Background: an optimization exercise with open tools, aiming at a short achievable clock period and few clock cycles per item. Do not read the settings as production practice.
Only simulation tests tie the RTL to the original design; equivalence was not proved.
Power figures rest on the tool's default switching activity, not on a simulated workload.

== red ==
## bf_top
module bf_top (
   input  logic                    clk,
   input  logic                    rst,
   input  logic                    req_valid,
   input  bf_ctrl_pkg::req_kind_t  req_kind,
   input  bf_word_pkg::sram_addr_t req_hash0,
   input  bf_word_pkg::sram_addr_t req_hash1,
   output logic                    req_ready,
   output logic                    sram_rd_req,
   output bf_word_pkg::sram_addr_t sram_rd_addr,
   input  bf_word_pkg::sram_word_t sram_rd_data,
   input  logic                    sram_rd_vld,
   output logic                    sram_wr_req,
   output bf_word_pkg::sram_addr_t sram_wr_addr,
   output bf_word_pkg::sram_word_t sram_wr_data
);
   localparam int REQ_BITS   = 1 + 2 * bf_word_pkg::ADDR_BITS;
   localparam int DEPTH_BITS = 2;
   bf_word_pkg::epoch_t     epoch;
   logic                    rst_q;
   logic                    cap_v, rdy_d, taken;
   bf_ctrl_pkg::req_kind_t  cap_k;
   bf_word_pkg::sram_addr_t cap_h0, cap_h1;
   logic                    req_empty, req_pop;
   logic [DEPTH_BITS:0]     req_cnt;
   logic [REQ_BITS-1:0]     req_dout;
   bf_ctrl_pkg::req_kind_t  q_kind;
   bf_word_pkg::sram_addr_t q_hash0, q_hash1;
   always_ff @(posedge clk) begin
      rst_q  <= rst;
      cap_v  <= req_valid;
      cap_k  <= req_kind;
      cap_h0 <= req_hash0;
      cap_h1 <= req_hash1;
      rdy_d  <= req_ready;
   end
   assign taken = cap_v && rdy_d && !rst_q;
   assign {q_kind, q_hash1, q_hash0} = req_dout;
   always_ff @(posedge clk) begin
      if (rst_q)
         req_ready <= 1'b0;
      else
         req_ready <= ({1'b0, req_cnt} + (DEPTH_BITS+2)'(taken) + (DEPTH_BITS+2)'(req_ready)) <= (DEPTH_BITS+2)'((1 << DEPTH_BITS) - 1);
   end
   epoch_timer #(.EPOCH_CYCLES(2032)) u_timer (
      .clk   (clk),
      .rst   (rst_q),
      .epoch (epoch)
   );
   small_fifo #(.WIDTH(REQ_BITS), .DEPTH_BITS(DEPTH_BITS)) req_queue (
  ...
export LEC_CHECK = 0
export CAP_MARGIN = 20
export CORE_MARGIN = 2
export CORE_UTILIZATION = 75
export PLACE_DENSITY = 0.9
export SLEW_MARGIN = 20
create_clock -name core_clock -period 10.0 [get_ports {clk}]
standard.sh (not shown) runs the stock make flow with config.mk's settings and CLKGATE_MAP_FILE= SYNTH_SCRIPT=/design/flow/synth_recipe.tcl, a recipe that flattens the netlist after the stock synthesis.
==> flow/flow/run.sh <==
#!/bin/bash
set -uo pipefail
cd "$(dirname "$0")/.."
bash standard.sh synth > log_synth.txt 2>&1 || { tail -20 log_synth.txt; exit 1; }
bash standard.sh SETUP_SLACK_MARGIN=7 finish > log_layout.txt 2>&1 || { tail -20 log_layout.txt; exit 1; }
Testbench counts of red, summed over its fixed seeds: cycles 387,221, items 96,000.
For blue, these inputs were changed with respect to red:
- PLACE_DENSITY: 0.9 -> unset
- CORE_UTILIZATION: 75 -> 40
Findings:
Compared to red, blue has global placement routability congestion 6.5% lower. Summary of blue over red: number of stages on the worst hold path roughly the same; met3 track demand over resource in global routing shows a reduction of 6.7 points; setup-violating endpoint count in the final report closely matched the old numbers; area of the multi-input gates was more or less identical; fraction of power consumed by combinational cells now sits higher. Summary of blue over red: final period demand of the worst path went down by 0.0090 ns; internal power summed over all cells was more or less identical.

* * *

job 4589:
Starting RTL as in the previous note.
==> flow/config.mk <==
export PLATFORM = sky130hd
export DESIGN_NAME = bf_top
export DESIGN_NICKNAME = bf_top
export VERILOG_FILES = /design/flow/design.v
export SDC_FILE = /design/flow/constraint.sdc
export NUM_CORES = 4
export LEC_CHECK = 0
export CAP_MARGIN = 20
export CORE_MARGIN = 2
export CORE_UTILIZATION = 40
export PLACE_DENSITY = 0.85
export SLEW_MARGIN = 20
==> flow/constraint.sdc <==
create_clock -name core_clock -period 10.0 [get_ports {clk}]
set_input_delay 2.0000 -clock core_clock [delete_from_list [all_inputs] [get_ports {clk}]]
set_output_delay 2.0000 -clock core_clock [all_outputs]
set_load 0.01 [all_outputs]
Scripts as last shown in full above: flow/flow/run.sh
Testbench counts of job 4589, summed over its fixed seeds: cycles 387,221, items 96,000.
diff inputs: job 4589 => job 4414
# job 4589
export LEC_CHECK = 0
export CAP_MARGIN = 20
export CORE_MARGIN = 2
export CORE_UTILIZATION = 40
export PLACE_DENSITY = 0.85
export SLEW_MARGIN = 20
create_clock -name core_clock -period 10.0 [get_ports {clk}]
# job 4414
export LEC_CHECK = 0
export CAP_MARGIN = 20
export CORE_MARGIN = 2
export CORE_UTILIZATION = 60
export PLACE_DENSITY = 0.8
export SLEW_MARGIN = 20
create_clock -name core_clock -period 10.0 [get_ports {clk}]
==> comparison <==
Run comparison: job 4414 source of the critical timing path u_engine.sram_wr_addr[6]; job 4589 source of the critical timing path req_ready
Placeable core area on job 4414 is down relative to job 4589.
Looking at tapcell count, job 4414 sits about 35% below job 4589.
Job 4589 → job 4414: sequential-to-total area share from yosys stat shows no meaningful change, initial antenna violation count shows a reduction of 3.
Job 4414 ended up with sram_wr_data[6] as its capturing element of the worst setup path; job 4589 ended up with req_ready.

==> what the ideal ports hide <==
The flow's constraints put no driver on any port. The routed layouts listed below were extracted and timed again, unchanged, in two steps.
Step 1 sets driving cells, clkbuf_16 on the clock port and buf_2 on the other inputs (assumed; they add their load-dependent delay and slew).
Step 2 moves the port delays by t, midway between the first and last clock arrival at a register: inputs arrive t later, outputs are due t later. That takes back most of the time a late clock gives input paths.
Three values: no drivers, after step 1, after step 2; two values: the first two.
run	t, ns	setup WS [ns]	slew at the worst register clock pin (ns)
red	0.768	6.795 / 6.727 / 6.138	0.08 / 0.08
blue	0.766	6.804 / 6.737 / 6.260	0.07 / 0.07
job 4589	0.762	6.811 / 6.741 / 6.297	0.07 / 0.07
job 4414	0.732	6.852 / 6.786 / 6.321	0.07 / 0.07
After both steps every run listed still meets setup and hold. For red, which loses most, drivers alone change the setup slack by -0.068 ns; drivers and shift together by -0.657 ns.
